Source: an optimization exercise on an open RTL-to-GDS flow (aim: a short achievable clock period and few clock cycles). Production flows keep margins and buffers that such runs may drop. In this exercise RTL edits were held to simulation tests only and were not proved equivalent to the original. No activity file was given, so power comes from the tool's default toggle rates.

**design.v**
```verilog
`timescale 1ns/100ps
package rv_core_pkg;
    parameter int xlen = 32;
    typedef logic [xlen-1:0] xword_t;
    typedef logic [4:0]      reg_idx_t;
    typedef union packed {
        struct packed {
            logic [6:0] funct7;
            logic [4:0] rs2;
            logic [4:0] rs1;
            logic [2:0] funct3;
            logic [4:0] rd;
            logic [6:0] opcode;
        } r_fmt;
        struct packed {
            logic [11:0] imm;
            logic [4:0]  rs1;
            logic [2:0]  funct3;
            logic [4:0]  rd;
            logic [6:0]  opcode;
        } i_fmt;
        struct packed {
            logic [6:0] imm_hi;
            logic [4:0] rs2;
            logic [4:0] rs1;
            logic [2:0] funct3;
            logic [4:0] imm_lo;
            logic [6:0] opcode;
        } s_fmt;
        struct packed {
            logic [19:0] imm;
            logic [4:0]  rd;
            logic [6:0]  opcode;
        } u_fmt;
    } instr_u;
    typedef enum logic [3:0] {
        grp_lui, grp_auipc, grp_jal, grp_jalr, grp_branch,
        grp_load, grp_store, grp_alu_imm, grp_alu_reg, grp_nop
    } op_group_e;
    typedef enum logic [3:0] {
        alu_add, alu_sub, alu_sll, alu_slt, alu_sltu,
        alu_xor, alu_srl, alu_sra, alu_or, alu_and
    } alu_op_e;
    typedef enum logic [1:0] {
        read_32, write_8, write_16, write_32
    } bus_len_e;
    typedef enum logic [1:0] {
        size_byte, size_half, size_word
    } mem_size_e;
endpackage
`timescale 1ns/100ps
module rv_core #(
    parameter logic [31:0] reset_pc = 32'h0
) (
    input  logic        clk_cpu,
    input  logic        rst_n,
    input  logic        bus_ready,
    input  logic [31:0] bus_rdata,
    output logic        bus_req,
    output logic [31:0] bus_addr,
    output logic [31:0] bus_wdata,
    output logic [1:0]  bus_len
);
    localparam logic [6:0] opc_lui     = 7'b0110111;
    localparam logic [6:0] opc_auipc   = 7'b0010111;
    localparam logic [6:0] opc_jal     = 7'b1101111;
    localparam logic [6:0] opc_jalr    = 7'b1100111;
    localparam logic [6:0] opc_branch  = 7'b1100011;
    localparam logic [6:0] opc_load    = 7'b0000011;
    localparam logic [6:0] opc_store   = 7'b0100011;
    localparam logic [6:0] opc_alu_imm = 7'b0010011;
    localparam logic [6:0] opc_alu_reg = 7'b0110011;
    localparam logic [29:0] win = 30'd20;
    logic [31:0] bf_q;
    logic        fq_v_q;
    logic        rq_q;
    logic [31:0] ba_q;
    logic [1:0]  bl_q;
    logic        dq0_v_q, dq1_v_q;
    logic [31:0] dq0_addr_q, dq1_addr_q;
    logic [31:0] dq0_wdata_q, dq1_wdata_q;
    logic [1:0]  dq0_len_q, dq1_len_q;
    logic        dq0_load_q, dq1_load_q;
    logic [4:0]  dq0_rd_q, dq1_rd_q;
    logic [1:0]  dq0_size_q, dq1_size_q;
    logic        dq0_sign_q, dq1_sign_q;
    logic        out_q;
    logic        out_fetch_q;
    logic        out_load_q;
    logic [31:0] out_addr_q;
    logic [4:0]  out_rd_q;
    logic [1:0]  out_size_q;
    logic        out_sign_q;
    logic [31:0] ic_v_q;
    logic [24:0] ic_tag_q [0:31];
    logic [31:0] ic_data_q [0:31];
    logic [31:0] ic_pt_q;
    logic [29:0] ic_ptgt_q [0:31];
    logic [31:0] fa_q;
    logic        ir_v_q;
    logic [31:0] ir_q;
    logic [31:0] ir_pc_q;
    logic        ir_pred_q;      
    logic        ir_bhit_q;      
    logic [2:0]  ir_bidx_q;
    logic        use_alt_q;
    logic [31:0] air_q, air_pc_q;
    logic        air_pred_q;
    logic        e_v_q;
    logic [31:0] e_a_q, e_b_q, e_rs2_q;
    logic [31:0] e_tgt_q, e_link_q;
    logic        e_sub_q, e_sra_q;
    logic [2:0]  e_f3_q;
    logic [4:0]  e_rd_q;
    logic        e_wr_q;         
    logic        e_load_q, e_store_q, e_br_q, e_jalr_q;
    logic        e_pred_q, e_bhit_q;
    logic [2:0]  e_bidx_q;
    logic [31:0] e_alt_q;        
    logic        s_add_q, s_sll_q, s_slt_q, s_sltu_q, s_xor_q, s_sr_q, s_or_q, s_and_q, s_link_q, s_tgt_q;
    logic [31:0] rf [1:31];
    logic bus_free, issue_data, issue_fetch;
    assign bus_free    = !out_q || bus_ready;
    assign issue_data  = dq0_v_q && bus_free;
    assign issue_fetch = !dq0_v_q && fq_v_q && bus_free;
    assign bus_req     = rq_q && bus_free;
    assign bus_addr    = ba_q;
    assign bus_len     = bl_q;
    assign bus_wdata   = dq0_wdata_q;
    logic        resp, f_resp, ld_we;
    logic [31:0] ld_data;
    logic [7:0]  lane_b;
    logic [15:0] lane_h;
    assign resp   = out_q && bus_ready;
    assign f_resp = resp && out_fetch_q;
    assign ld_we  = resp && out_load_q && (out_rd_q != 5'd0);
    always_comb begin
        case (out_addr_q[1:0])
            2'd0:    lane_b = bus_rdata[7:0];
            2'd1:    lane_b = bus_rdata[15:8];
            2'd2:    lane_b = bus_rdata[23:16];
            default: lane_b = bus_rdata[31:24];
        endcase
        lane_h = out_addr_q[1] ? bus_rdata[31:16] : bus_rdata[15:0];
        case (out_size_q)
            2'd0:    ld_data = {{24{out_sign_q & lane_b[7]}}, lane_b};
            2'd1:    ld_data = {{16{out_sign_q & lane_h[15]}}, lane_h};
            default: ld_data = bus_rdata;
        endcase
    end
    logic        pd_take;
    logic [31:0] pd_imm, pd_tgt;
    assign pd_take = (bus_rdata[6:0] == opc_jal) || (bus_rdata[6:0] == opc_branch && bus_rdata[31]);
    assign pd_imm  = bus_rdata[2] ?
                     {{11{bus_rdata[31]}}, bus_rdata[31], bus_rdata[19:12], bus_rdata[20], bus_rdata[30:21], 1'b0} :
                     {{19{bus_rdata[31]}}, bus_rdata[31], bus_rdata[7], bus_rdata[30:25], bus_rdata[11:8], 1'b0};
    assign pd_tgt  = out_addr_q + pd_imm;
    logic        chit, byp, favail;
    logic [31:0] cdata, fword;
    logic [7:0]  bhit;
    logic        bpred;
    logic [2:0]  bidx;
    logic [29:0] btgt;
    logic [31:0] cmatch;
    always_comb begin
        for (int i = 0; i < 32; i++) begin
            cmatch[i] = ic_v_q[i] && (fa_q[6:2] == i) && (ic_tag_q[i] == fa_q[31:7]);
        end
    end
    assign chit   = |cmatch;
    assign cdata  = ic_data_q[fa_q[6:2]];
    assign byp    = f_resp && (out_addr_q[31:2] == fa_q[31:2]);
    assign favail = chit || byp;
    assign fword  = byp ? bus_rdata : cdata;
    assign bpred = |(cmatch & ic_pt_q);
    assign btgt  = ic_ptgt_q[fa_q[6:2]];
    assign bhit  = 8'd0;
    assign bidx  = 3'd0;
    logic [31:0] amatch;
    logic        ahit, apred;
    logic [31:0] aword;
    logic [29:0] aptgt;
    always_comb begin
        for (int i = 0; i < 32; i++) begin
            amatch[i] = ic_v_q[i] && (e_alt_q[6:2] == i) && (ic_tag_q[i] == e_alt_q[31:7]);
        end
    end
    assign ahit  = |amatch;
    assign apred = |(amatch & ic_pt_q);
    assign aword = ic_data_q[e_alt_q[6:2]];
    assign aptgt = ic_ptgt_q[e_alt_q[6:2]];
    logic [31:0] di, di_pc;
    logic        di_pred, di_v;
    assign di      = use_alt_q ? air_q : ir_q;
    assign di_pc   = use_alt_q ? air_pc_q : ir_pc_q;
    assign di_pred = use_alt_q ? air_pred_q : ir_pred_q;
    assign di_v    = use_alt_q || ir_v_q;
    logic [6:0]  opc;
    logic        d_lui, d_auipc, d_jal, d_jalr, d_br, d_load, d_store, d_opi, d_op;
    logic [31:0] d_imm, d_tgt, d_link;
    logic [4:0]  d_rs1, d_rs2, d_rd;
    logic        d_use1, d_use2, d_wrany;
    assign opc     = di[6:0];
    assign d_lui   = opc == opc_lui;
    assign d_auipc = opc == opc_auipc;
    assign d_jal   = opc == opc_jal;
    assign d_jalr  = opc == opc_jalr;
    assign d_br    = opc == opc_branch;
    assign d_load  = opc == opc_load;
    assign d_store = opc == opc_store;
    assign d_opi   = opc == opc_alu_imm;
    assign d_op    = opc == opc_alu_reg;
    assign d_rs1   = di[19:15];
    assign d_rs2   = di[24:20];
    assign d_rd    = di[11:7];
    assign d_use1  = d_jalr || d_br || d_load || d_store || d_opi || d_op;
    assign d_use2  = d_br || d_store || d_op;
    assign d_wrany = (d_lui || d_auipc || d_jal || d_jalr || d_load || d_opi || d_op) && (d_rd != 5'd0);
    always_comb begin
        if (d_store)
            d_imm = {{20{di[31]}}, di[31:25], di[11:7]};
        else if (d_br)
            d_imm = {{19{di[31]}}, di[31], di[7], di[30:25], di[11:8], 1'b0};
        else if (d_lui || d_auipc)
            d_imm = {di[31:12], 12'b0};
        else if (d_jal)
            d_imm = {{11{di[31]}}, di[31], di[19:12], di[20], di[30:21], 1'b0};
        else
            d_imm = {{20{di[31]}}, di[31:20]};
    end
    assign d_tgt  = di_pc + d_imm;
    assign d_link = di_pc + 32'd4;
    logic p_e, p_d0, p_d1, p_o, hazard;
    function automatic logic dep(input logic [4:0] x, input logic u1, input logic [4:0] r1,
                                 input logic u2, input logic [4:0] r2, input logic w,
                                 input logic [4:0] rd);
        begin
            dep = (u1 && r1 == x) || (u2 && r2 == x) || (w && rd == x);
        end
    endfunction
    assign p_e  = e_v_q && e_load_q && (e_rd_q != 5'd0);
    assign p_d0 = dq0_v_q && dq0_load_q && (dq0_rd_q != 5'd0);
    assign p_d1 = dq1_v_q && dq1_load_q && (dq1_rd_q != 5'd0);
    assign p_o  = out_q && out_load_q && (out_rd_q != 5'd0) && !bus_ready;
    assign hazard = (p_e  && dep(e_rd_q,   d_use1, d_rs1, d_use2, d_rs2, d_wrany, d_rd)) ||
                    (p_d0 && dep(dq0_rd_q, d_use1, d_rs1, d_use2, d_rs2, d_wrany, d_rd)) ||
                    (p_d1 && dep(dq1_rd_q, d_use1, d_rs1, d_use2, d_rs2, d_wrany, d_rd)) ||
                    (p_o  && dep(out_rd_q, d_use1, d_rs1, d_use2, d_rs2, d_wrany, d_rd));
    logic        e_mem, e_stall, e_fire, ew;
    logic [31:0] sum, diff, sll_r, srl_r, sra_r, sr_r, result, e_target;
    logic        lt, ltu, beq, blt, bltu, taken, redirect;
    assign e_mem   = e_load_q || e_store_q;
    assign e_stall = 1'b0;
    assign e_fire  = e_v_q;
    assign ew      = e_v_q && e_wr_q;        
    assign sum   = e_a_q + e_b_q;
    assign diff  = e_a_q - e_b_q;
    assign lt    = $signed(e_a_q) < $signed(e_b_q);
    assign ltu   = e_a_q < e_b_q;
    assign sll_r = e_a_q << e_b_q[4:0];
    assign srl_r = e_a_q >> e_b_q[4:0];
    assign sra_r = $signed(e_a_q) >>> e_b_q[4:0];
    assign sr_r  = e_sra_q ? sra_r : srl_r;
    assign result = ({32{s_add_q}}  & sum) |
                    ({32{e_sub_q}}  & diff) |
                    ({32{s_sll_q}}  & sll_r) |
                    ({32{s_sr_q}}   & sr_r) |
                    ({32{s_slt_q}}  & {31'd0, lt}) |
                    ({32{s_sltu_q}} & {31'd0, ltu}) |
                    ({32{s_xor_q}}  & (e_a_q ^ e_b_q)) |
                    ({32{s_or_q}}   & (e_a_q | e_b_q)) |
                    ({32{s_and_q}}  & (e_a_q & e_b_q)) |
                    ({32{s_link_q}} & e_link_q) |
                    ({32{s_tgt_q}}  & e_tgt_q);
    assign beq  = e_a_q == e_rs2_q;
    assign blt  = $signed(e_a_q) < $signed(e_rs2_q);
    assign bltu = e_a_q < e_rs2_q;
    always_comb begin
        case (e_f3_q)
            3'b000:  taken = beq;
            3'b001:  taken = !beq;
            3'b100:  taken = blt;
            3'b101:  taken = !blt;
            3'b110:  taken = bltu;
            3'b111:  taken = !bltu;
            default: taken = 1'b0;
        endcase
    end
    assign redirect = e_v_q && (e_jalr_q || (e_br_q && (taken != e_pred_q)));
    assign e_target = e_jalr_q ? {sum[31:1], 1'b0} : (taken ? e_tgt_q : e_link_q);
    logic s_take, d_move, f_take, ir_load;
    assign s_take = di_v && !di_pred && (d_jal || (d_br && di[31])) && !redirect;
    logic d_memblock;
    assign d_memblock = (d_load || d_store) &&
                        ((dq0_v_q && dq1_v_q) || (e_v_q && e_mem && (dq0_v_q || dq1_v_q)));
    assign d_move = di_v && !hazard && !d_memblock && !redirect;
    assign ir_load = !di_v || (!hazard && !d_memblock);
    assign f_take  = favail && ir_load && !redirect && !s_take;
    logic [31:0] rfr [0:31];
    always_comb begin
        rfr[0] = 32'd0;
        for (int i = 1; i < 32; i++) rfr[i] = rf[i];
    end
    logic [31:0] rs1v, rs2v;
    always_comb begin
        if (d_rs1 == 5'd0)                     rs1v = 32'd0;
        else if (ew && e_rd_q == d_rs1)        rs1v = result;
        else if (ld_we && out_rd_q == d_rs1)   rs1v = ld_data;
        else                                   rs1v = rfr[d_rs1];
        if (d_rs2 == 5'd0)                     rs2v = 32'd0;
        else if (ew && e_rd_q == d_rs2)        rs2v = result;
        else if (ld_we && out_rd_q == d_rs2)   rs2v = ld_data;
        else                                   rs2v = rfr[d_rs2];
    end
    logic [29:0] fdist, k_link, k_tgt;
    logic        out_fa, uncovered, keep_e;
    assign fdist      = bf_q[31:2] - fa_q[31:2];
    assign k_link    = bf_q[31:2] - e_link_q[31:2];
    assign k_tgt     = bf_q[31:2] - e_tgt_q[31:2];
    assign keep_e    = !e_jalr_q && (taken ? (k_tgt <= win) : (k_link <= win));
    assign out_fa    = out_q && out_fetch_q && (out_addr_q[31:2] == fa_q[31:2]);
    assign uncovered = !favail && !out_fa && (bf_q[31:2] != fa_q[31:2]);
    always_ff @(posedge clk_cpu) begin
        if (!rst_n) begin
            bf_q      <= reset_pc;
            fq_v_q    <= 1'b1;
            rq_q      <= 1'b1;
            ba_q      <= reset_pc;
            bl_q      <= 2'd0;
            dq0_v_q   <= 1'b0;
            dq1_v_q   <= 1'b0;
            out_q     <= 1'b0;
            out_fetch_q <= 1'b0;
            out_load_q  <= 1'b0;
            ic_v_q    <= 32'd0;
            fa_q      <= reset_pc;
            ir_v_q    <= 1'b0;
            use_alt_q <= 1'b0;
            e_v_q     <= 1'b0;
        end else begin
            bf_q    <= bf_n;
            fq_v_q  <= fq_v_n;
            dq0_v_q <= dq0_v_n;
            dq1_v_q <= dq1_v_n;
            rq_q    <= dq0_v_n || fq_v_n;
            ba_q    <= dq0_v_n ? dq0_addr_n : bf_n;
            bl_q    <= dq0_v_n ? dq0_len_n : 2'd0;
            if (issue_data) begin
                out_q       <= 1'b1;
                out_fetch_q <= 1'b0;
                out_load_q  <= dq0_load_q;
            end else if (issue_fetch) begin
                out_q       <= 1'b1;
                out_fetch_q <= 1'b1;
                out_load_q  <= 1'b0;
            end else if (bus_ready) begin
                out_q       <= 1'b0;
            end
            if (f_resp) begin
                for (int i = 0; i < 32; i++) begin
                    if (out_addr_q[6:2] == i) ic_v_q[i] <= 1'b1;
                end
            end
            if (redirect)      fa_q <= (e_br_q && ahit) ? (apred ? {aptgt, 2'b00} : e_alt_q + 32'd4) : e_target;
            else if (s_take)   fa_q <= d_tgt;
            else if (f_take)   fa_q <= bpred ? {btgt, 2'b00} : fa_q + 32'd4;
            if (redirect)       ir_v_q <= 1'b0;
            else if (ir_load)   ir_v_q <= f_take;
            else if (use_alt_q) ir_v_q <= 1'b1;
            use_alt_q <= redirect && e_br_q && ahit;
            if (redirect)      e_v_q <= 1'b0;
            else               e_v_q <= d_move;
        end
    end
    logic [31:0] st_data;
    logic [1:0]  st_len;
    always_comb begin
        case (e_f3_q[1:0])
            2'b00:   st_data = {4{e_rs2_q[7:0]}};
            2'b01:   st_data = {2{e_rs2_q[15:0]}};
            default: st_data = e_rs2_q;
        endcase
        if (e_load_q)                  st_len = 2'd0;
        else if (e_f3_q[1:0] == 2'b00) st_len = 2'd1;
        else if (e_f3_q[1:0] == 2'b01) st_len = 2'd2;
        else                           st_len = 2'd3;
    end
    logic [31:0] bf_n, dq0_addr_n;
    logic        fq_v_n, dq0_v_n, dq1_v_n, dq0_upd, push;
    logic [1:0]  dq0_len_n;
    assign push    = e_fire && e_mem;
    assign dq0_upd = (issue_data && dq1_v_q) || (!issue_data && push && !dq0_v_q) ||
                     (issue_data && !dq1_v_q && push);
    always_comb begin
        if (redirect && !keep_e) begin
            bf_n   = e_target;
            fq_v_n = 1'b1;
        end else if (s_take && !di[31]) begin
            bf_n   = d_tgt;
            fq_v_n = 1'b1;
        end else if (uncovered && !redirect && !s_take) begin
            bf_n   = fa_q;
            fq_v_n = 1'b1;
        end else begin
            bf_n   = issue_fetch ? bf_q + 32'd4 : bf_q;
            fq_v_n = issue_fetch ? (fdist < win) : (fdist <= win);
        end
        if (issue_data) begin
            dq0_v_n = push || dq1_v_q;
            dq1_v_n = push && dq1_v_q;
        end else begin
            dq0_v_n = push || dq0_v_q;
            dq1_v_n = (push && dq0_v_q) || dq1_v_q;
        end
        if (!dq0_upd) begin
            dq0_addr_n = dq0_addr_q;
            dq0_len_n  = dq0_len_q;
        end else if (issue_data && dq1_v_q) begin
            dq0_addr_n = dq1_addr_q;
            dq0_len_n  = dq1_len_q;
        end else begin
            dq0_addr_n = sum;
            dq0_len_n  = st_len;
        end
    end
    always_ff @(posedge clk_cpu) begin
        if (dq0_upd) begin
            if (issue_data && dq1_v_q) begin
                dq0_addr_q  <= dq1_addr_q;
                dq0_wdata_q <= dq1_wdata_q;
                dq0_len_q   <= dq1_len_q;
                dq0_load_q  <= dq1_load_q;
                dq0_rd_q    <= dq1_rd_q;
                dq0_size_q  <= dq1_size_q;
                dq0_sign_q  <= dq1_sign_q;
            end else begin
                dq0_addr_q  <= sum;
                dq0_wdata_q <= st_data;
                dq0_len_q   <= st_len;
                dq0_load_q  <= e_load_q;
                dq0_rd_q    <= e_load_q ? e_rd_q : 5'd0;
                dq0_size_q  <= e_f3_q[1:0];
                dq0_sign_q  <= !e_f3_q[2];
            end
        end
        if (e_fire && e_mem) begin
            dq1_addr_q  <= sum;
            dq1_wdata_q <= st_data;
            dq1_len_q   <= st_len;
            dq1_load_q  <= e_load_q;
            dq1_rd_q    <= e_load_q ? e_rd_q : 5'd0;
            dq1_size_q  <= e_f3_q[1:0];
            dq1_sign_q  <= !e_f3_q[2];
        end
        if (issue_data) begin
            out_addr_q <= dq0_addr_q;
            out_rd_q   <= dq0_rd_q;
            out_size_q <= dq0_size_q;
            out_sign_q <= dq0_sign_q;
        end else if (issue_fetch) begin
            out_addr_q <= bf_q;
            out_rd_q   <= 5'd0;
        end
        if (f_resp) begin
            for (int i = 0; i < 32; i++) begin
                if (out_addr_q[6:2] == i) begin
                    ic_tag_q[i]  <= out_addr_q[31:7];
                    ic_data_q[i] <= bus_rdata;
                    ic_pt_q[i]   <= pd_take;
                    ic_ptgt_q[i] <= pd_tgt[31:2];
                end
            end
        end
        if (ir_load) begin
            ir_q      <= fword;
            ir_pc_q   <= fa_q;
            ir_pred_q <= bpred;
            ir_bhit_q <= bpred;
            ir_bidx_q <= bidx;
        end else if (use_alt_q) begin
            ir_q      <= air_q;
            ir_pc_q   <= air_pc_q;
            ir_pred_q <= air_pred_q || s_take;
        end else if (s_take) begin
            ir_pred_q <= 1'b1;
        end
        air_q      <= aword;
        air_pc_q   <= e_alt_q;
        air_pred_q <= apred;
        begin
            e_a_q     <= d_lui ? 32'd0 : rs1v;
            e_b_q     <= (d_opi || d_load || d_store || d_jalr || d_lui) ? d_imm : rs2v;
            e_rs2_q   <= rs2v;
            e_tgt_q   <= d_tgt;
            e_link_q  <= d_link;
            e_sub_q   <= d_op && di[30] && (di[14:12] == 3'b000);
            e_sra_q   <= di[30];
            e_f3_q    <= di[14:12];
            e_rd_q    <= d_rd;
            e_wr_q    <= (d_lui || d_auipc || d_jal || d_jalr || d_opi || d_op) && (d_rd != 5'd0);
            e_load_q  <= d_load;
            e_store_q <= d_store;
            e_br_q    <= d_br;
            e_jalr_q  <= d_jalr;
            e_pred_q  <= di_pred || s_take;
            e_alt_q   <= (di_pred || s_take) ? d_link : d_tgt;
            e_bhit_q  <= ir_bhit_q;
            e_bidx_q  <= ir_bidx_q;
            s_add_q   <= d_lui || ((d_opi || d_op) && di[14:12] == 3'b000 && !(d_op && di[30]));
            s_sll_q   <= (d_opi || d_op) && di[14:12] == 3'b001;
            s_slt_q   <= (d_opi || d_op) && di[14:12] == 3'b010;
            s_sltu_q  <= (d_opi || d_op) && di[14:12] == 3'b011;
            s_xor_q   <= (d_opi || d_op) && di[14:12] == 3'b100;
            s_sr_q    <= (d_opi || d_op) && di[14:12] == 3'b101;
            s_or_q    <= (d_opi || d_op) && di[14:12] == 3'b110;
            s_and_q   <= (d_opi || d_op) && di[14:12] == 3'b111;
            s_link_q  <= d_jal || d_jalr;
            s_tgt_q   <= d_auipc;
        end
    end
    always_ff @(posedge clk_cpu) begin
        if (!rst_n) begin
            for (int i = 1; i < 32; i++) begin
                rf[i] <= '0;
            end
        end else begin
            for (int i = 1; i < 32; i++) begin
                if (ew && e_rd_q == i)            rf[i] <= result;
                else if (ld_we && out_rd_q == i)  rf[i] <= ld_data;
            end
        end
    end
endmodule
```
**run.sh**
```bash
#!/bin/bash
# synth_recipe.tcl (not shown) runs the flow's synth.tcl, then flattens the netlist and writes it again
# the make line also repeats each setting of config.mk as NAME=value (left out here)
make -C /OpenROAD-flow-scripts/flow DESIGN_CONFIG=/design/flow/config.mk WORK_HOME=/design/flow/orfs CLKGATE_MAP_FILE= SYNTH_SCRIPT=/design/flow/synth_recipe.tcl finish
```
**config.mk**
```make
export PLATFORM = sky130hd
export DESIGN_NAME = rv_core
export DESIGN_NICKNAME = rv_core
export VERILOG_FILES = /design/flow/design.v
export SDC_FILE = /design/flow/constraint.sdc
export NUM_CORES = 4
export LEC_CHECK = 0
export ABC_CLOCK_PERIOD_IN_PS = 3500
export CAP_MARGIN = 20
export CORE_MARGIN = 2
export CORE_UTILIZATION = 30
export MIN_ROUTING_LAYER = met2
export PLACE_DENSITY = 0.45
export SETUP_SLACK_MARGIN = 4.0
export SLEW_MARGIN = 20
export TNS_END_PERCENT = 100
```
**constraint.sdc**
```tcl
create_clock -name core_clock -period 8.5 [get_ports {clk_cpu}]
set_input_delay 1.7000 -clock core_clock [delete_from_list [all_inputs] [get_ports {clk_cpu}]]
set_output_delay 1.7000 -clock core_clock [all_outputs]
set_load 0.01 [all_outputs]
```
==> results by group, run 1 <==
Clock tree
  – Clk sinks: 4486
  – Num CTS Buffers: 558
  – # H-tree levels: 6
  – Clock root cell: clkbuf_16
  – Longest Clk Path Bufs: 4

Synthesis
  – Unique masters post-synth: 120
  – Mapped Area: 0.231 mm2
  – Async SR Flop Fraction: 0%
  – Yosys Warn Count: 6
  – Number of flops mapped to enable cells by yosys: 2973
  – Mean Syn Cell Area: 10.4 um2
  – Synthesized instance count: 22299
  – Seq cells post-synth: 4486
  – Top_reg_cell synth: edfxtp_1
  – Mapped Nets: 22628
  – Sequential fraction of the synthesis area: 51.7%

Placed design
  – Port bufs: 101
  – Placed Area: 0.250 mm2
  – Hpwl dp: 1040 mm
  – Placer Congestion: 1.11
  – Worst slack at placement: 1.56 ns

Run status
  – Error Message: [ERROR GRT-0116] Global routing finished with congestion. Check the congestion regions in the DRC Viewer.
  – Stop stage: global routing
  – Status: stopped before the end

Global route
  – GRT Resource Usage Total: 69.2%
  – First-pass GRT wire length: 2400 mm
  – Largest net degree at the start of global routing: 161
  – Total gr overflow: 17
  – Vias in the first global route: 325685

Floorplan
  – Row cnt: 322
  – Initial core utilization: 30.1%
  – I/O Pins: 102
  – Die Width: 882 um
  – Die Y-Extent: 882 um
## worst max-delay path by stage
stage,start,to,depth (start not counted),slack (ns)
4_1_cts,use_alt_q,ba_q[28],22,3.61
3_5_place_dp,use_alt_q,ba_q[28],19,1.56
3_3_place_gp,e_alt_q[6],fa_q[6],14,0.71
2_1_floorplan,bus_ready,ic_data_q[11][0],5,3.34
## per-layer routing
layer | GRT usage, % | GRT overflow
met1 | - | -
met4 | 48.2 | 15
met2 | 71.3 | 0
met5 | 61.0 | 0
met3 | 80.5 | 2
## Yosys cell counts, types with 232 or more instances
library cell | number | area share [%]
a211oi_1 | 557 | 1.8
a21oi_1 | 983 | 2.1
a221oi_1 | 706 | 2.7
a22o_1 | 659 | 2.5
a22oi_1 | 1278 | 4.2
buf_2 | 251 | 0.54
clkbuf_1 | 1430 | 2.3
dfxtp_1 | 1513 | 13
edfxtp_1 | 2973 | 39
ha_1 | 290 | 1.6
inv_1 | 365 | 0.59
nand2_1 | 1475 | 2.4
nand3_1 | 533 | 1.2
nand4_1 | 1018 | 2.8
nor2_1 | 2129 | 3.5
nor3_1 | 335 | 0.73
o211ai_1 | 541 | 1.8
o21ai_0 | 1072 | 2.3
xnor2_1 | 1695 | 6.4
xor2_1 | 232 | 0.88
## metrics by stage
step / util, % / instances
4_1_cts: 36.3 / 33291
3_5_place_dp: 32.5 / 31714
3_3_place_gp: 32.5 / 31698
2_1_floorplan: - / 22299
## kinds of logic after synthesis
family	count (synthesis)	share of synthesized area [%]
AO/OA/AOI/OAI	6711	20.8
XOR/XNOR	1927	7.30
adder cells (fa/ha/maj)	295	1.61
buffers and inverters	2292	4.02
flip-flops	4486	51.7
multiplexers	351	1.82
AND/OR/NAND/NOR	6237	12.8
## repair_timing
action,CTS
hold buffers,0
setup endpoints to repair,1557
gates cloned,34
pin swaps,204
buffers inserted,526
resized for setup,835
## power by group through the flow
stage	logic (mW)	registers [mW]	clock network (mW)
4_1_cts	6.98	25.0	25.4
3_5_place_dp	6.30	25.6	0
3_3_place_gp	6.32	25.6	0
2_1_floorplan	2.42	25.5	0
Testbench counts, summed over its fixed seeds: cycles 19,673.
==> run 2: changes to the inputs <==
--- a/design.v
+++ b/design.v
@@ -72,3 +72,3 @@
     localparam logic [6:0] opc_alu_reg = 7'b0110011;
-    localparam logic [29:0] win = 30'd20;
+    localparam logic [29:0] win = 30'd8;
     logic [31:0] bf_q;
@@ -93,7 +93,7 @@
     logic        out_sign_q;
-    logic [31:0] ic_v_q;
-    logic [24:0] ic_tag_q [0:31];
-    logic [31:0] ic_data_q [0:31];
-    logic [31:0] ic_pt_q;
-    logic [29:0] ic_ptgt_q [0:31];
+    logic [15:0] ic_v_q;
+    logic [25:0] ic_tag_q [0:15];
+    logic [31:0] ic_data_q [0:15];
+    logic [15:0] ic_pt_q;
+    logic [29:0] ic_ptgt_q [0:15];
     logic [31:0] fa_q;
@@ -163,6 +163,6 @@
     logic [29:0] btgt;
-    logic [31:0] cmatch;
+    logic [15:0] cmatch;
     always_comb begin
-        for (int i = 0; i < 32; i++) begin
-            cmatch[i] = ic_v_q[i] && (fa_q[6:2] == i) && (ic_tag_q[i] == fa_q[31:7]);
+        for (int i = 0; i < 16; i++) begin
+            cmatch[i] = ic_v_q[i] && (fa_q[5:2] == i) && (ic_tag_q[i] == fa_q[31:6]);
         end
@@ -170,3 +170,3 @@
     assign chit   = |cmatch;
-    assign cdata  = ic_data_q[fa_q[6:2]];
+    assign cdata  = ic_data_q[fa_q[5:2]];
     assign byp    = f_resp && (out_addr_q[31:2] == fa_q[31:2]);
@@ -175,6 +175,6 @@
     assign bpred = |(cmatch & ic_pt_q);
-    assign btgt  = ic_ptgt_q[fa_q[6:2]];
+    assign btgt  = ic_ptgt_q[fa_q[5:2]];
     assign bhit  = 8'd0;
     assign bidx  = 3'd0;
-    logic [31:0] amatch;
+    logic [15:0] amatch;
     logic        ahit, apred;
@@ -183,4 +183,4 @@
     always_comb begin
-        for (int i = 0; i < 32; i++) begin
-            amatch[i] = ic_v_q[i] && (e_alt_q[6:2] == i) && (ic_tag_q[i] == e_alt_q[31:7]);
+        for (int i = 0; i < 16; i++) begin
+            amatch[i] = ic_v_q[i] && (e_alt_q[5:2] == i) && (ic_tag_q[i] == e_alt_q[31:6]);
         end
@@ -189,4 +189,4 @@
     assign apred = |(amatch & ic_pt_q);
-    assign aword = ic_data_q[e_alt_q[6:2]];
-    assign aptgt = ic_ptgt_q[e_alt_q[6:2]];
+    assign aword = ic_data_q[e_alt_q[5:2]];
+    assign aptgt = ic_ptgt_q[e_alt_q[5:2]];
     logic [31:0] di, di_pc;
@@ -334,3 +334,3 @@
             out_load_q  <= 1'b0;
-            ic_v_q    <= 32'd0;
+            ic_v_q    <= 16'd0;
             fa_q      <= reset_pc;
@@ -359,4 +359,4 @@
             if (f_resp) begin
-                for (int i = 0; i < 32; i++) begin
-                    if (out_addr_q[6:2] == i) ic_v_q[i] <= 1'b1;
+                for (int i = 0; i < 16; i++) begin
+                    if (out_addr_q[5:2] == i) ic_v_q[i] <= 1'b1;
                 end
@@ -464,5 +464,5 @@
         if (f_resp) begin
-            for (int i = 0; i < 32; i++) begin
-                if (out_addr_q[6:2] == i) begin
-                    ic_tag_q[i]  <= out_addr_q[31:7];
+            for (int i = 0; i < 16; i++) begin
+                if (out_addr_q[5:2] == i) begin
+                    ic_tag_q[i]  <= out_addr_q[31:6];
                     ic_data_q[i] <= bus_rdata;
--- a/config.mk
+++ b/config.mk
@@ -10,5 +10,4 @@
 export CORE_MARGIN = 2
-export CORE_UTILIZATION = 30
-export MIN_ROUTING_LAYER = met2
-export PLACE_DENSITY = 0.45
+export CORE_UTILIZATION = 22
+export PLACE_DENSITY = 0.35
 export SETUP_SLACK_MARGIN = 4.0
==> run 2 against run 1 <==
- synthesized area is 28% lower
- the run now finishes clean
- synthesized cell count decreased by 20%
==> results by group, run 2 <==
STA
  – Max Clk Rate: 210 MHz
  – Setup TNS: 0 ns
  – Final setup viols: 0
  – Worst Tran Pin Value: 1.40 ns
  – Crit share post-route: 56.1%
  – Slew Limit Fails: 0
  – Worst Clk Skew: 0.118 ns
  – Final Hold Viols: 0
  – Min Tclk post-route: 4.77 ns
  – Slew headroom: 6.89%
  – RSZ-0062 raised after global routing: true

Drt
  – Initial DRC Count: 30182
  – DRT Pass-1 Iters: 28
  – Avg WL per Cell: 41.4 um
  – Routed Antenna Nets: 0
  – # DRC: 0
  – Vias per inst: 5.99
  – Post-Route WL: 1170 mm
  – Vias: 168894

Critical path
  – CP endpoint kind: flip-flop
  – Crit path required time: 9.50 ns
  – Critical path peak fanout: 6
  – Worst r2r dst: ba_q[31]
  – Data arrival time of the critical path: 5.77 ns
  – R2r worst-path depth: 22
  – Critical path type: flip-flop to flip-flop
  – Crit. Startpoint: use_alt_q
  – Critical Path Source Type: flip-flop
  – R2R Path Start: use_alt_q
  – R2R setup slack: 3.73 ns

Clock tree
  – Clk sinks: 3078
  – TritonCTS clock tree: built
  – Num CTS Buffers: 382
  – Longest Clk Path Bufs: 4
  – # H-tree levels: 5
  – Clock latency on the worst-skew pair: 1.13 ns
  – Cts hold-fix bufs: 0
  – Clock root cell: clkbuf_16
  – CTS clock-pin slew for the worst setup and hold paths: 0.06 ns

Cells and area
  – Max FFs per register: 992
  – Biggest regs: rf: 992 flops, ic_data_q: 512 flops, ic_ptgt_q: 480 flops
  – Most frequent cells in the layout: 1654 x nor2_1, 1581 x edfxtp_1, 1440 x nand2_1, 1351 x dfxtp_1, 1119 x o21ai_0
  – Post-layout util: 27.1%
  – Reg with most FFs: rf
  – P&R area growth vs syn: 22.8%
  – Most common cell after layout, fill and taps aside: nor2_1
  – Ratio of cells with drive above 1 in the final layout: 16.3%
  – Final Net Count: 18166

Synthesis
  – Async SR Flop Fraction: 0%
  – Top_reg_cell synth: edfxtp_1
  – Synth top cells by count: 1806 x nor2_1, 1581 x edfxtp_1, 1509 x nand2_1
  – Largest family of logic cells by synthesized area: compound AO/OA/AOI/OAI gates
  – Mapped Nets: 18080
  – Share of the synthesized area in the top cell type: 28.6%
  – Mean Syn Cell Area: 9.35 um2
  – Synth Area in XOR/XNOR: 5.99%
  – Most common cell in the synthesized netlist: nor2_1
  – Post-Synth Simple-Gate Area: 13.9%
  – Post-Synth Adder-Cell Area: 2.20%
  – Sequential fraction of the synthesis area: 46.6%
  – Post-synthesis mux area share: 2.54%
  – Seq cells post-synth: 3078
  – Mapped Area: 0.166 mm2
  – Unique masters post-synth: 104
  – Post-synthesis compound-gate area fraction: 24.3%
  – Number of flops mapped to enable cells by yosys: 1581
  – Yosys Warn Count: 6
  – Synth area leader: edfxtp_1
  – Synthesized instance count: 17755
  – Synth top area cells: edfxtp_1 29%, dfxtp_1 18%, xnor2_1 5.1%

Hold path
  – Hold Startpoint: e_alt_q[1]
  – Hold crit path type: flip-flop to flip-flop
  – Hold Path Depth: 0
  – Hold path endpoint: air_pc_q[1]

Floorplan
  – Die Y-Extent: 873 um
  – Core ar.: 0.754 mm2
  – Die Area: 0.762 mm2
  – Initial core utilization: 22.0%
  – Row cnt: 319
  – Die Width: 873 um
  – I/O Pins: 102

Power and ir drop
  – Power per cell area: 196 mW/mm2
  – Total Power: 40.0 mW
  – Peak VDD IR: 165 uV
  – Leak pwr: 66.9 nW

Flow run
  – Max-cap violations: 0

Global route
  – GRT Resource Usage Total: 28.9%
  – Largest net degree at the start of global routing: 181
  – Vias in the first global route: 152515
  – Initial antenna violation count: 152
  – First-pass GRT wire length: 1500 mm
  – Total gr overflow: 0

Placed design
  – Hpwl dp: 736 mm
  – Port bufs: 101
  – Placer Congestion: 0.955

Run status
  – Status: no timing/DRC/antenna violations
run 2: cell count changes after synthesis, sizes merged, moves of 146 or more:
cell | previous run | this run
nand4 | 1019 | 555
buf | 484 | 272
nand3 | 534 | 364
a22oi | 1278 | 1032
nor2 | 2131 | 1808
a221oi | 710 | 329
edfxtp | 2973 | 1581
a22o | 659 | 322
xnor2 | 1695 | 963
clkbuf | 1431 | 1285
run 2: final cells by class:
cell class	count	area, um2
tap	9951	12500
sequential	3078	77800
multi-input combinational	12769	87500
inverter	363	1390
clock inverter	176	2150
fill	79280	550000
timing repair buffer	1247	11700
clock buffer	523	10700
antenna	92	230
run 2: cells by family after synthesis:
kind of cell | Yosys count
and+or+nand+nor | 5102
xor gates and xnor gates | 1135
buffers and inverters | 1920
muxes | 377
DFF | 3078
AOI/OAI and AO/OA | 5853
adders and majority gates | 290
run 2: how the worst max path moves through the flow:
stage	slack (ns)	to
finish	3.73	ba_q[31]
global route	3.58	fa_q[28]
CTS	3.64	ba_q[31]
detailed placement	1.02	ic_ptgt_q[13][25]
global placement	0.81	ic_ptgt_q[13][25]
floorplan	3.28	ic_ptgt_q[0][28]
run 2: metrics by stage:
step	setup WS [ns]	instance area, um2	hold WS [ns]	cells
6_report	3.73	204000	0.354	28199
5_1_grt	3.58	204000	0.371	28114
4_1_cts	3.64	201000	0.357	27985
3_5_place_dp	1.02	183000	0.350	27031
3_3_place_gp	0.814	182000	0.347	27020
2_1_floorplan	3.28	166000	0.323	17755
run 2: repair_timing:
item / in CTS / in global routing
pin swaps: 166 / 122
gates cloned: 19 / 5
gates resized for setup: 736 / 365
setup buffers: 236 / 116
setup endpoints to repair: 1287 / 581
run 2: layer usage:
metal  track usage (%)  wire length, um
met1              39.9           492000
met2              41.2           472000
met3              8.08           131000
met4              14.3            71100
met5                 0              498
run 2: where the power goes:
group          leakage [nW]  internal, mW  switching (mW)  total (mW)
Clock                  6.26          9.83            7.45        17.3
Sequential             26.6          16.5           0.317        16.8
Combinational          34.0          1.53            4.33        5.86
Total                  66.9          27.8            12.1        40.0
run 2: critical path, cell delays in order, from the launching register on:
cell       delay (ns)
dfxtp_4          0.42
buf_4            0.15
mux2i_4          0.28
nand2_2          0.11
nor2_4           0.21
o21ai_4          0.16
nor2_2           0.18
a21oi_4          0.06
nor2_2           0.17
ha_2             0.33
o21a_2           0.24
a211oi_4         0.28
o211ai_1         0.11
buf_4            0.18
o2111a_2         0.30
nor3_4           0.22
buf_12           0.14
a21oi_4          0.07
and4_1           0.21
or3_4            0.43
o21ai_2          0.16
mux2i_2          0.13
o2bb2ai_1        0.18
Testbench counts of run 2, summed over its fixed seeds: cycles 20,104.
==> run 3: changes to the inputs <==
--- a/design.v
+++ b/design.v
@@ -105,5 +105,2 @@
     logic [2:0]  ir_bidx_q;
-    logic        use_alt_q;
-    logic [31:0] air_q, air_pc_q;
-    logic        air_pred_q;
     logic        e_v_q;
@@ -118,3 +115,2 @@
     logic [2:0]  e_bidx_q;
-    logic [31:0] e_alt_q;        
     logic        s_add_q, s_sll_q, s_slt_q, s_sltu_q, s_xor_q, s_sr_q, s_or_q, s_and_q, s_link_q, s_tgt_q;
@@ -178,21 +174,2 @@
     assign bidx  = 3'd0;
-    logic [15:0] amatch;
-    logic        ahit, apred;
-    logic [31:0] aword;
-    logic [29:0] aptgt;
-    always_comb begin
-        for (int i = 0; i < 16; i++) begin
-            amatch[i] = ic_v_q[i] && (e_alt_q[5:2] == i) && (ic_tag_q[i] == e_alt_q[31:6]);
-        end
-    end
-    assign ahit  = |amatch;
-    assign apred = |(amatch & ic_pt_q);
-    assign aword = ic_data_q[e_alt_q[5:2]];
-    assign aptgt = ic_ptgt_q[e_alt_q[5:2]];
-    logic [31:0] di, di_pc;
-    logic        di_pred, di_v;
-    assign di      = use_alt_q ? air_q : ir_q;
-    assign di_pc   = use_alt_q ? air_pc_q : ir_pc_q;
-    assign di_pred = use_alt_q ? air_pred_q : ir_pred_q;
-    assign di_v    = use_alt_q || ir_v_q;
     logic [6:0]  opc;
@@ -202,3 +179,3 @@
     logic        d_use1, d_use2, d_wrany;
-    assign opc     = di[6:0];
+    assign opc     = ir_q[6:0];
     assign d_lui   = opc == opc_lui;
@@ -212,5 +189,5 @@
     assign d_op    = opc == opc_alu_reg;
-    assign d_rs1   = di[19:15];
-    assign d_rs2   = di[24:20];
-    assign d_rd    = di[11:7];
+    assign d_rs1   = ir_q[19:15];
+    assign d_rs2   = ir_q[24:20];
+    assign d_rd    = ir_q[11:7];
     assign d_use1  = d_jalr || d_br || d_load || d_store || d_opi || d_op;
@@ -220,14 +197,14 @@
         if (d_store)
-            d_imm = {{20{di[31]}}, di[31:25], di[11:7]};
+            d_imm = {{20{ir_q[31]}}, ir_q[31:25], ir_q[11:7]};
         else if (d_br)
-            d_imm = {{19{di[31]}}, di[31], di[7], di[30:25], di[11:8], 1'b0};
+            d_imm = {{19{ir_q[31]}}, ir_q[31], ir_q[7], ir_q[30:25], ir_q[11:8], 1'b0};
         else if (d_lui || d_auipc)
-            d_imm = {di[31:12], 12'b0};
+            d_imm = {ir_q[31:12], 12'b0};
         else if (d_jal)
-            d_imm = {{11{di[31]}}, di[31], di[19:12], di[20], di[30:21], 1'b0};
+            d_imm = {{11{ir_q[31]}}, ir_q[31], ir_q[19:12], ir_q[20], ir_q[30:21], 1'b0};
         else
-            d_imm = {{20{di[31]}}, di[31:20]};
+            d_imm = {{20{ir_q[31]}}, ir_q[31:20]};
     end
-    assign d_tgt  = di_pc + d_imm;
-    assign d_link = di_pc + 32'd4;
+    assign d_tgt  = ir_pc_q + d_imm;
+    assign d_link = ir_pc_q + 32'd4;
     logic p_e, p_d0, p_d1, p_o, hazard;
@@ -291,3 +268,3 @@
     logic s_take, d_move, f_take, ir_load;
-    assign s_take = di_v && !di_pred && (d_jal || (d_br && di[31])) && !redirect;
+    assign s_take = ir_v_q && !ir_pred_q && (d_jal || (d_br && ir_q[31])) && !redirect;
     logic d_memblock;
@@ -295,4 +272,4 @@
                         ((dq0_v_q && dq1_v_q) || (e_v_q && e_mem && (dq0_v_q || dq1_v_q)));
-    assign d_move = di_v && !hazard && !d_memblock && !redirect;
-    assign ir_load = !di_v || (!hazard && !d_memblock);
+    assign d_move = ir_v_q && !hazard && !d_memblock && !redirect;
+    assign ir_load = !ir_v_q || (!hazard && !d_memblock);
     assign f_take  = favail && ir_load && !redirect && !s_take;
@@ -337,3 +314,2 @@
             ir_v_q    <= 1'b0;
-            use_alt_q <= 1'b0;
             e_v_q     <= 1'b0;
@@ -363,9 +339,7 @@
             end
-            if (redirect)      fa_q <= (e_br_q && ahit) ? (apred ? {aptgt, 2'b00} : e_alt_q + 32'd4) : e_target;
+            if (redirect)      fa_q <= e_target;
             else if (s_take)   fa_q <= d_tgt;
             else if (f_take)   fa_q <= bpred ? {btgt, 2'b00} : fa_q + 32'd4;
-            if (redirect)       ir_v_q <= 1'b0;
-            else if (ir_load)   ir_v_q <= f_take;
-            else if (use_alt_q) ir_v_q <= 1'b1;
-            use_alt_q <= redirect && e_br_q && ahit;
+            if (redirect)      ir_v_q <= 1'b0;
+            else if (ir_load)  ir_v_q <= f_take;
             if (redirect)      e_v_q <= 1'b0;
@@ -397,3 +371,3 @@
             fq_v_n = 1'b1;
-        end else if (s_take && !di[31]) begin
+        end else if (s_take && !ir_q[31]) begin
             bf_n   = d_tgt;
@@ -479,6 +453,2 @@
             ir_bidx_q <= bidx;
-        end else if (use_alt_q) begin
-            ir_q      <= air_q;
-            ir_pc_q   <= air_pc_q;
-            ir_pred_q <= air_pred_q || s_take;
         end else if (s_take) begin
@@ -486,5 +456,2 @@
         end
-        air_q      <= aword;
-        air_pc_q   <= e_alt_q;
-        air_pred_q <= apred;
         begin
@@ -495,5 +462,5 @@
             e_link_q  <= d_link;
-            e_sub_q   <= d_op && di[30] && (di[14:12] == 3'b000);
-            e_sra_q   <= di[30];
-            e_f3_q    <= di[14:12];
+            e_sub_q   <= d_op && ir_q[30] && (ir_q[14:12] == 3'b000);
+            e_sra_q   <= ir_q[30];
+            e_f3_q    <= ir_q[14:12];
             e_rd_q    <= d_rd;
@@ -504,14 +471,13 @@
             e_jalr_q  <= d_jalr;
-            e_pred_q  <= di_pred || s_take;
-            e_alt_q   <= (di_pred || s_take) ? d_link : d_tgt;
+            e_pred_q  <= ir_pred_q || s_take;
             e_bhit_q  <= ir_bhit_q;
             e_bidx_q  <= ir_bidx_q;
-            s_add_q   <= d_lui || ((d_opi || d_op) && di[14:12] == 3'b000 && !(d_op && di[30]));
-            s_sll_q   <= (d_opi || d_op) && di[14:12] == 3'b001;
-            s_slt_q   <= (d_opi || d_op) && di[14:12] == 3'b010;
-            s_sltu_q  <= (d_opi || d_op) && di[14:12] == 3'b011;
-            s_xor_q   <= (d_opi || d_op) && di[14:12] == 3'b100;
-            s_sr_q    <= (d_opi || d_op) && di[14:12] == 3'b101;
-            s_or_q    <= (d_opi || d_op) && di[14:12] == 3'b110;
-            s_and_q   <= (d_opi || d_op) && di[14:12] == 3'b111;
+            s_add_q   <= d_lui || ((d_opi || d_op) && ir_q[14:12] == 3'b000 && !(d_op && ir_q[30]));
+            s_sll_q   <= (d_opi || d_op) && ir_q[14:12] == 3'b001;
+            s_slt_q   <= (d_opi || d_op) && ir_q[14:12] == 3'b010;
+            s_sltu_q  <= (d_opi || d_op) && ir_q[14:12] == 3'b011;
+            s_xor_q   <= (d_opi || d_op) && ir_q[14:12] == 3'b100;
+            s_sr_q    <= (d_opi || d_op) && ir_q[14:12] == 3'b101;
+            s_or_q    <= (d_opi || d_op) && ir_q[14:12] == 3'b110;
+            s_and_q   <= (d_opi || d_op) && ir_q[14:12] == 3'b111;
             s_link_q  <= d_jal || d_jalr;
==> run 3 against run 2 <==
- core utilization is 0.21 points lower
- sequential share of layout area is 3.4 points higher
- cell count is 10% lower
- first-iteration DRC count is 30% lower
- setup slack better by 0.068 ns
- sequential power is 3% lower
- global-route usage is 2.5 points lower
- synthesized area is 8.9% lower
- register-to-register slack better by 0.07 ns
- non-clock buffer count is 245 lower
- via count is 16% lower
- synthesized cell count is 12% lower
==> results by group, run 3 <==
Run status
  – Status: no timing/DRC/antenna violations

Hold path
  – Hold crit path type: flip-flop to flip-flop
  – Hold Startpoint: ir_pc_q[0]
  – Hold Path Depth: 0
  – Hold path endpoint: e_link_q[0]

Synthesis
  – Seq cells post-synth: 2980
  – Async SR Flop Fraction: 0%
  – Number of flops mapped to enable cells by yosys: 1645
  – Synth top area cells: edfxtp_1 33%, dfxtp_1 18%, nor2_1 4.4%
  – Mean Syn Cell Area: 9.65 um2
  – Mapped Area: 0.151 mm2
  – Synth area leader: edfxtp_1
  – Mapped Nets: 15995
  – Share of the synthesized area in the top cell type: 32.7%
  – Synth top cells by count: 1762 x nor2_1, 1645 x edfxtp_1, 1423 x nand2_1
  – Yosys Warn Count: 6
  – Synthesized instance count: 15674
  – Most common cell in the synthesized netlist: nor2_1
  – Unique masters post-synth: 94
  – Top_reg_cell synth: edfxtp_1
  – Sequential fraction of the synthesis area: 50.3%

Drt
  – Initial DRC Count: 20993
  – # DRC: 0
  – DRT Pass-1 Iters: 10
  – Routed Antenna Nets: 0
  – Vias per inst: 5.64
  – Avg WL per Cell: 38.2 um
  – Vias: 142481
  – Post-Route WL: 964 mm

Critical path
  – Delay-heaviest family, CP: simple AND/OR/NAND/NOR gates
  – Data arrival time of the critical path: 5.61 ns
  – CP endpoint kind: flip-flop
  – Critical path peak fanout: 5
  – Critical-path top delay cell: or4_4
  – Critical path type: flip-flop to flip-flop
  – Critical Path Source Type: flip-flop
  – Worst path cell trace: inv_1, ha_1, nand4_1, nor2_2, nand4_1, and2_4, o22ai_4, buf_6, o2111ai_2, or4_4, or4_4, or3_4, buf_12, and2_4, o31a_1, a22o_1
  – R2r worst-path depth: 16
  – R2R Path Start: e_rs2_q[19]
  – R2R setup slack: 3.80 ns
  – Crit path required time: 9.41 ns
  – CP max stage delay: 0.55 ns
  – WP buf/inv: 3
  – Worst r2r dst: ba_q[31]

Clock tree
  – TritonCTS clock tree: built
  – CTS clock-pin slew for the worst setup and hold paths: 0.06 ns
  – Clock latency on the worst-skew pair: 1.07 ns
  – # H-tree levels: 5
  – Clock root cell: clkbuf_16
  – Num CTS Buffers: 367
  – Longest Clk Path Bufs: 4
  – Clk sinks: 2980

Cells and area
  – Register area: 0.0764 mm2
  – Max FFs per register: 992
  – Most common cell after layout, fill and taps aside: edfxtp_1
  – Most frequent cells in the layout: 1645 x edfxtp_1, 1632 x nor2_1, 1347 x nand2_1, 1222 x dfxtp_1, 1008 x o21ai_0
  – Filler Cell Count: 72277
  – Biggest regs: rf: 992 flops, ic_data_q: 512 flops, ic_ptgt_q: 480 flops
  – Reg with most FFs: rf
  – Multi-input gate area: 0.0735 mm2
  – P&R area growth vs syn: 21.6%
  – Ratio of cells with drive above 1 in the final layout: 15.2%
  – Final Net Count: 16016
  – Finished layout cell area: 0.184 mm2

Floorplan
  – Initial core utilization: 22.1%
  – Die Width: 833 um
  – Die Area: 0.694 mm2
  – I/O Pins: 102
  – Die Y-Extent: 833 um
  – Core ar.: 0.685 mm2
  – Row cnt: 304

Placed design
  – Hpwl dp: 603 mm
  – Placer Congestion: 0.940
  – Port bufs: 101
  – Placed Area: 0.166 mm2

Global route
  – Vias in the first global route: 131275
  – Initial antenna violation count: 121
  – Largest net degree at the start of global routing: 159
  – First-pass GRT wire length: 1260 mm
  – Total gr overflow: 0
  – GRT Resource Usage Total: 26.4%

STA
  – RSZ-0062 raised after global routing: true
  – Final setup viols: 0
  – Min Tclk post-route: 4.70 ns
  – Setup TNS: 0 ns
  – Max Clk Rate: 213 MHz
  – Crit share post-route: 55.3%
  – Worst Clk Skew: 0.101 ns
  – Slew Limit Fails: 0
  – Slew headroom: 12.8%
  – Worst Tran Pin Value: 1.30 ns
  – Final Hold Viols: 0

Flow run
  – Max-cap violations: 0

Power and ir drop
  – Sw Pwr: 11.1 mW
  – Clock share of power: 42.6%
  – Peak VDD IR: 213 uV
  – Cell-internal power: 26.5 mW
  – Sw frac: 29.5%
  – Reg power frac: 43.1%
  – Leak pwr: 61.2 nW
  – Comb power frac: 14.2%
  – Power per cell area: 205 mW/mm2
## run 3: worst register-to-register path: cells and delay by family (launching register included)
kind	cells	cell delay (ns)
AOI/OAI and AO/OA	4	0.76
adders and majority gates	1	0.31
buffers and inverters	3	0.39
DFF	1	0.44
and+or+nand+nor	8	2.67
## run 3: repair_timing
action | CTS | global route
pin swaps | 134 | 73
resized for setup | 619 | 217
hold buffers | 0 | 0
buffers inserted | 204 | 44
gates cloned | 20 | 6
setup endpoints to repair | 1071 | 661
hold endpoints to repair | 0 | 0
## run 3: final cells by class
type                       count  share of cell area, %
antenna                       70                 0.0952
clock buffer                 506                   5.63
clock inverter               166                  0.853
inverter                     315                  0.660
multi-input combinational  11029                   40.0
sequential                  2980                   41.5
tap                         9180                   6.25
timing repair buffer        1002                   5.02
## run 3: worst max path at each step
| stage | cells after the start | startpoint | end |
|---|---|---|---|
| 3_3_place_gp | 13 | bus_rdata[2] | ic_ptgt_q[1][25] |
| 3_5_place_dp | 16 | bus_rdata[2] | ic_ptgt_q[1][29] |
| 6_report | 16 | e_rs2_q[19] | ba_q[31] |
| 4_1_cts | 17 | e_rs2_q[14] | ba_q[31] |
| 5_1_grt | 15 | e_tgt_q[14] | ba_q[31] |
| 2_1_floorplan | 15 | bus_rdata[2] | ic_ptgt_q[0][28] |
## run 3: per-stage QoR
| step | hold slack [ns] | cells | utilization [%] | power [mW] | setup slack [ns] |
|---|---|---|---|---|---|
| finish | 0.390 | 25248 | 26.8 | 37.7 | 3.80 |
| global route | 0.404 | 25194 | 26.8 | 38.6 | 3.77 |
| CTS | 0.384 | 25124 | 26.6 | 37.6 | 3.81 |
| detailed placement | 0.370 | 24228 | 24.2 | 21.3 | 2.05 |
| global placement | 0.369 | 24226 | 24.2 | 21.4 | 2.00 |
| floorplan | 0.346 | 15674 | - | 18.7 | 3.62 |
## run 3: routing by layer
layer | GRT usage (%) | up-vias | wire length (um)
li1 | - | 59185 | -
met4 | 13.4 | 36 | 59000
met2 | 39.1 | 8449 | 407000
met3 | 5.66 | 2167 | 83300
met1 | 36.2 | 72644 | 414000
met5 | 0.109 | - | 310
## run 3: cell families after synthesis
group                      share of synthesized area (%)
buffers and inverters                               4.20
and+or+nand+nor                                     13.6
muxes                                               2.22
DFF                                                 50.3
AOI/OAI and AO/OA                                   23.1
adders and majority gates                           2.39
xor gates and xnor gates                            4.12
## run 3: power by group through the flow
stage	combinational [mW]	sequential, mW	clock (mW)
after floorplan	2.31	16.4	0
after global placement	4.78	16.6	0
after detailed placement	4.74	16.6	0
after CTS	5.12	16.3	16.3
after global routing	5.54	16.3	16.8
final	5.36	16.3	16.1
Testbench counts of run 3, summed over its fixed seeds: cycles 20,413.
==> run 4: changes to the inputs <==
--- a/design.v
+++ b/design.v
@@ -72,3 +72,3 @@
     localparam logic [6:0] opc_alu_reg = 7'b0110011;
-    localparam logic [29:0] win = 30'd8;
+    localparam logic [29:0] win = 30'd20;
     logic [31:0] bf_q;
@@ -93,7 +93,7 @@
     logic        out_sign_q;
-    logic [15:0] ic_v_q;
-    logic [25:0] ic_tag_q [0:15];
-    logic [31:0] ic_data_q [0:15];
-    logic [15:0] ic_pt_q;
-    logic [29:0] ic_ptgt_q [0:15];
+    logic [31:0] ic_v_q;
+    logic [24:0] ic_tag_q [0:31];
+    logic [31:0] ic_data_q [0:31];
+    logic [31:0] ic_pt_q;
+    logic [29:0] ic_ptgt_q [0:31];
     logic [31:0] fa_q;
@@ -159,6 +159,6 @@
     logic [29:0] btgt;
-    logic [15:0] cmatch;
+    logic [31:0] cmatch;
     always_comb begin
-        for (int i = 0; i < 16; i++) begin
-            cmatch[i] = ic_v_q[i] && (fa_q[5:2] == i) && (ic_tag_q[i] == fa_q[31:6]);
+        for (int i = 0; i < 32; i++) begin
+            cmatch[i] = ic_v_q[i] && (fa_q[6:2] == i) && (ic_tag_q[i] == fa_q[31:7]);
         end
@@ -166,3 +166,3 @@
     assign chit   = |cmatch;
-    assign cdata  = ic_data_q[fa_q[5:2]];
+    assign cdata  = ic_data_q[fa_q[6:2]];
     assign byp    = f_resp && (out_addr_q[31:2] == fa_q[31:2]);
@@ -171,3 +171,3 @@
     assign bpred = |(cmatch & ic_pt_q);
-    assign btgt  = ic_ptgt_q[fa_q[5:2]];
+    assign btgt  = ic_ptgt_q[fa_q[6:2]];
     assign bhit  = 8'd0;
@@ -311,3 +311,3 @@
             out_load_q  <= 1'b0;
-            ic_v_q    <= 16'd0;
+            ic_v_q    <= 32'd0;
             fa_q      <= reset_pc;
@@ -335,4 +335,4 @@
             if (f_resp) begin
-                for (int i = 0; i < 16; i++) begin
-                    if (out_addr_q[5:2] == i) ic_v_q[i] <= 1'b1;
+                for (int i = 0; i < 32; i++) begin
+                    if (out_addr_q[6:2] == i) ic_v_q[i] <= 1'b1;
                 end
@@ -438,5 +438,5 @@
         if (f_resp) begin
-            for (int i = 0; i < 16; i++) begin
-                if (out_addr_q[5:2] == i) begin
-                    ic_tag_q[i]  <= out_addr_q[31:6];
+            for (int i = 0; i < 32; i++) begin
+                if (out_addr_q[6:2] == i) begin
+                    ic_tag_q[i]  <= out_addr_q[31:7];
                     ic_data_q[i] <= bus_rdata;
--- a/config.mk
+++ b/config.mk
@@ -10,4 +10,4 @@
 export CORE_MARGIN = 2
-export CORE_UTILIZATION = 22
-export PLACE_DENSITY = 0.35
+export CORE_UTILIZATION = 20
+export PLACE_DENSITY = 0.3
 export SETUP_SLACK_MARGIN = 4.0
==> run 4 against run 3 <==
- sequential cell count grew 1408
- non-clock buffer count grew 280
- combinational power grew 22%
- critical path type unchanged
- highest routed layer unchanged
- largest cell class unchanged
- core utilization shrank 2.2 points
- clock skew shrank 0.0014 ns
- wire length grew 39%
- power grew 48%
- synthesized area grew 36%
- first-iteration DRC count grew 16%
==> results by group, run 4 <==
Drt
  – Routed Antenna Nets: 0
  – Vias per inst: 5.35
  – DRT Pass-1 Iters: 8
  – # DRC: 0
  – Post-Route WL: 1340 mm
  – Vias: 178075
  – Avg WL per Cell: 40.4 um
  – Initial DRC Count: 24364

Cells and area
  – Most frequent cells in the layout: 3037 x edfxtp_1, 1532 x nand2_1, 1405 x nor2_1, 1234 x dfxtp_1, 1222 x a22oi_1
  – Max FFs per register: 1024
  – P&R area growth vs syn: 23.1%
  – Ratio of cells with drive above 1 in the final layout: 15.5%
  – Final Net Count: 19429
  – Biggest regs: ic_data_q: 1024 flops, rf: 992 flops, ic_ptgt_q: 960 flops
  – Reg with most FFs: ic_data_q
  – Most common cell after layout, fill and taps aside: edfxtp_1
  – Finished layout cell area: 0.253 mm2

Floorplan
  – Row cnt: 372
  – Core ar.: 1.02 mm2
  – Die Width: 1.02 mm
  – Die Y-Extent: 1.02 mm
  – I/O Pins: 102
  – Die Area: 1.03 mm2
  – Initial core utilization: 20.0%

Clock tree
  – Num CTS Buffers: 581
  – Longest Clk Path Bufs: 5
  – Clock latency on the worst-skew pair: 1.08 ns
  – Clock root cell: clkbuf_16
  – TritonCTS clock tree: built
  – CTS clock-pin slew for the worst setup and hold paths: 0.06 ns
  – # H-tree levels: 6
  – Clk sinks: 4388

Synthesis
  – Yosys Warn Count: 6
  – Seq cells post-synth: 4388
  – Unique masters post-synth: 111
  – Synthesized instance count: 18782
  – Top_reg_cell synth: edfxtp_1
  – Mean Syn Cell Area: 10.9 um2
  – Mapped Area: 0.205 mm2
  – Number of flops mapped to enable cells by yosys: 3037
  – Async SR Flop Fraction: 0%
  – Sequential fraction of the synthesis area: 57.6%
  – Synth top cells by count: 3037 x edfxtp_1, 1604 x nand2_1, 1560 x nor2_1
  – Synth top area cells: edfxtp_1 44%, dfxtp_1 13%, a22oi_1 4.5%
  – Most common cell in the synthesized netlist: edfxtp_1
  – Share of the synthesized area in the top cell type: 44.4%
  – Mapped Nets: 19105
  – Synth area leader: edfxtp_1

Placed design
  – Port bufs: 101
  – Hpwl dp: 816 mm
  – Worst slack at placement: 1.65 ns
  – Placed Area: 0.227 mm2
  – Placer Congestion: 0.859

Critical path
  – Data arrival time of the critical path: 5.63 ns
  – Crit path required time: 9.46 ns
  – Critical path peak fanout: 16
  – Critical path type: flip-flop to flip-flop
  – Critical Path Source Type: flip-flop
  – CP endpoint kind: flip-flop

STA
  – Worst Tran Pin Value: 1.39 ns
  – Slew Limit Fails: 0
  – Final worst slack: 3.83 ns
  – RSZ-0062 raised after global routing: true
  – Hold_ws: 0.435 ns
  – Worst Clk Skew: 0.0997 ns
  – Setup TNS: 0 ns
  – Crit share post-route: 54.9%
  – Min Tclk post-route: 4.67 ns
  – Final setup viols: 0
  – Max Clk Rate: 214 MHz
  – Slew headroom: 6.52%
  – Final Hold Viols: 0

Global route
  – Global routing's busiest layer: met2
  – Global-route track usage on met1: 34.5%
  – Vias in the first global route: 166163
  – Total gr overflow: 0
  – Met3 Use GR: 3.64%
  – GRT Resource Usage Total: 24.8%
  – GR Layer Usage met2: 38.9%
  – Initial antenna violation count: 157
  – Largest net degree at the start of global routing: 174
  – First-pass GRT wire length: 1730 mm

Power and ir drop
  – Leak pwr: 80.6 nW
  – Power per cell area: 220 mW/mm2
  – Total Power: 55.6 mW
  – Peak VDD IR: 168 uV

Run status
  – Status: no timing/DRC/antenna violations

Flow run
  – Max-cap violations: 0

Hold path
  – Hold crit path type: flip-flop to flip-flop
## run 4: cell count changes in the layout (fill, tap and decap cells not counted), moves of 159 or more
cell / previous run / this run
nor2_1: 1632 / 1405
clkbuf_16: 375 / 603
a211oi_1: 582 / 423
edfxtp_1: 1645 / 3037
nand2_1: 1347 / 1532
nand4_1: 414 / 645
xnor2_1: 529 / 879
o21ai_0: 1008 / 1218
a22oi_1: 780 / 1222
## run 4: worst max-delay path: stages (launching register included)
cell      delay [ns]
edfxtp_1        0.32
buf_4           0.35
or3b_2          0.63
nor2_4          0.48
buf_6           0.47
a22oi_1         0.16
nand2_1         0.12
nor3_1          0.05
nand2_1         0.16
o21ai_0         0.44
o211ai_1        0.88
and3_1          0.28
mux2_2          0.15
## run 4: what timing repair did
action | 4_1_cts | 5_1_grt
setup buffers | 258 | 68
setup endpoints to repair | 1642 | 715
gates resized for setup | 484 | 292
pin swaps | 97 | 77
hold buffers | 0 | 0
cloned | 15 | 8
## run 4: layout make-up
| type | instances | area [um2] |
|---|---|---|
| diodes | 75 | 188 |
| fillers | 108188 | 772000 |
| clock buffers | 816 | 16200 |
| repair buffers | 1282 | 12700 |
| inverters | 361 | 1400 |
| well taps | 13651 | 17100 |
| flip-flops and latches | 4388 | 119000 |
| clock inverters | 195 | 1750 |
| multi-input cells | 12492 | 84900 |
## run 4: layer usage
layer / part of all wire (%) / vias up
met1: 44 / 94284
met4: 4.5 / 30
met2: 45 / 9034
li1: - / 72585
met3: 6.6 / 2142
met5: 0.022 / -
## run 4: final timing paths
| kind | start | to | slack [ns] | cells after the start |
|---|---|---|---|---|
| setup / recovery | ir_q[21] | e_b_q[10] | 3.83 | 12 |
| hold / removal | dq0_size_q[0] | out_size_q[0] | 0.43 | 0 |
| hold reg to reg | dq0_size_q[0] | out_size_q[0] | 0.43 | 0 |
| setup reg to reg | ir_q[21] | e_b_q[10] | 3.83 | 12 |
## run 4: power by group
part / internal (mW) / switching [mW]
Sequential: 24.4 / 0.280
Clock: 14.0 / 10.3
Combinational: 1.53 / 5.01
Total: 39.9 / 15.6
## run 4: logic make-up (layout without fill, tap and decap cells)
kind of cell / Yosys count / after routing / share of synthesized area [%]
AO/OA/AOI/OAI: 5735 / 5737 / 19.1
AND/OR/NAND/NOR: 5119 / 5123 / 11.6
flip-flops: 4388 / 4388 / 57.6
buffers and inverters: 1913 / 2654 / 3.64
XOR/XNOR: 1075 / 1080 / 4.59
adder cells (fa/ha/maj): 288 / 288 / 1.77
multiplexers: 264 / 264 / 1.75
other: 0 / 75 / 0
## run 4: metrics by stage
| stage | instances | util (%) |
|---|---|---|
| 2_1_floorplan | 18782 | - |
| 5_1_grt | 33219 | 24.7 |
| 4_1_cts | 33107 | 24.4 |
| 3_5_place_dp | 31823 | 22.2 |
| 6_report | 33260 | 24.7 |
| 3_3_place_gp | 31807 | 22.2 |
Testbench counts of run 4, summed over its fixed seeds: cycles 20,096.

## static timing again, ports no longer ideal
The flow's constraints put no driver on any port. The routed layouts listed below were extracted and timed again, unchanged, in two steps. Step 1 (the two cells are an assumption about what drives the block):
set clk [get_ports {clk_cpu}]
set_driving_cell -lib_cell sky130_fd_sc_hd__clkbuf_16 $clk
set_driving_cell -lib_cell sky130_fd_sc_hd__buf_2 [delete_from_list [all_inputs] $clk]
Step 2 adds t to the input delays and takes it off the output delays; t is the mean of the earliest and latest rising clock arrival at the registers after step 1. Input paths then give back, and output paths get back, about the clock's delay inside the block. a / b / c = no drivers / after step 1 / after step 2; a / b = the first two.
run | t, ns | slack for setup (ns) | worst setup path after step 2
run 2 | 1.203 | 3.731 / 3.731 / 2.921 | input to register
run 3 | 1.144 | 3.799 / 3.799 / 2.867 | input to register
run 4 | 1.196 | 3.834 / 3.834 / 2.914 | input to register
After both steps every run listed still meets setup and hold. The setup slack of run 3, which loses most, moves by 0.000 ns with the drivers and by -0.932 ns with both steps.
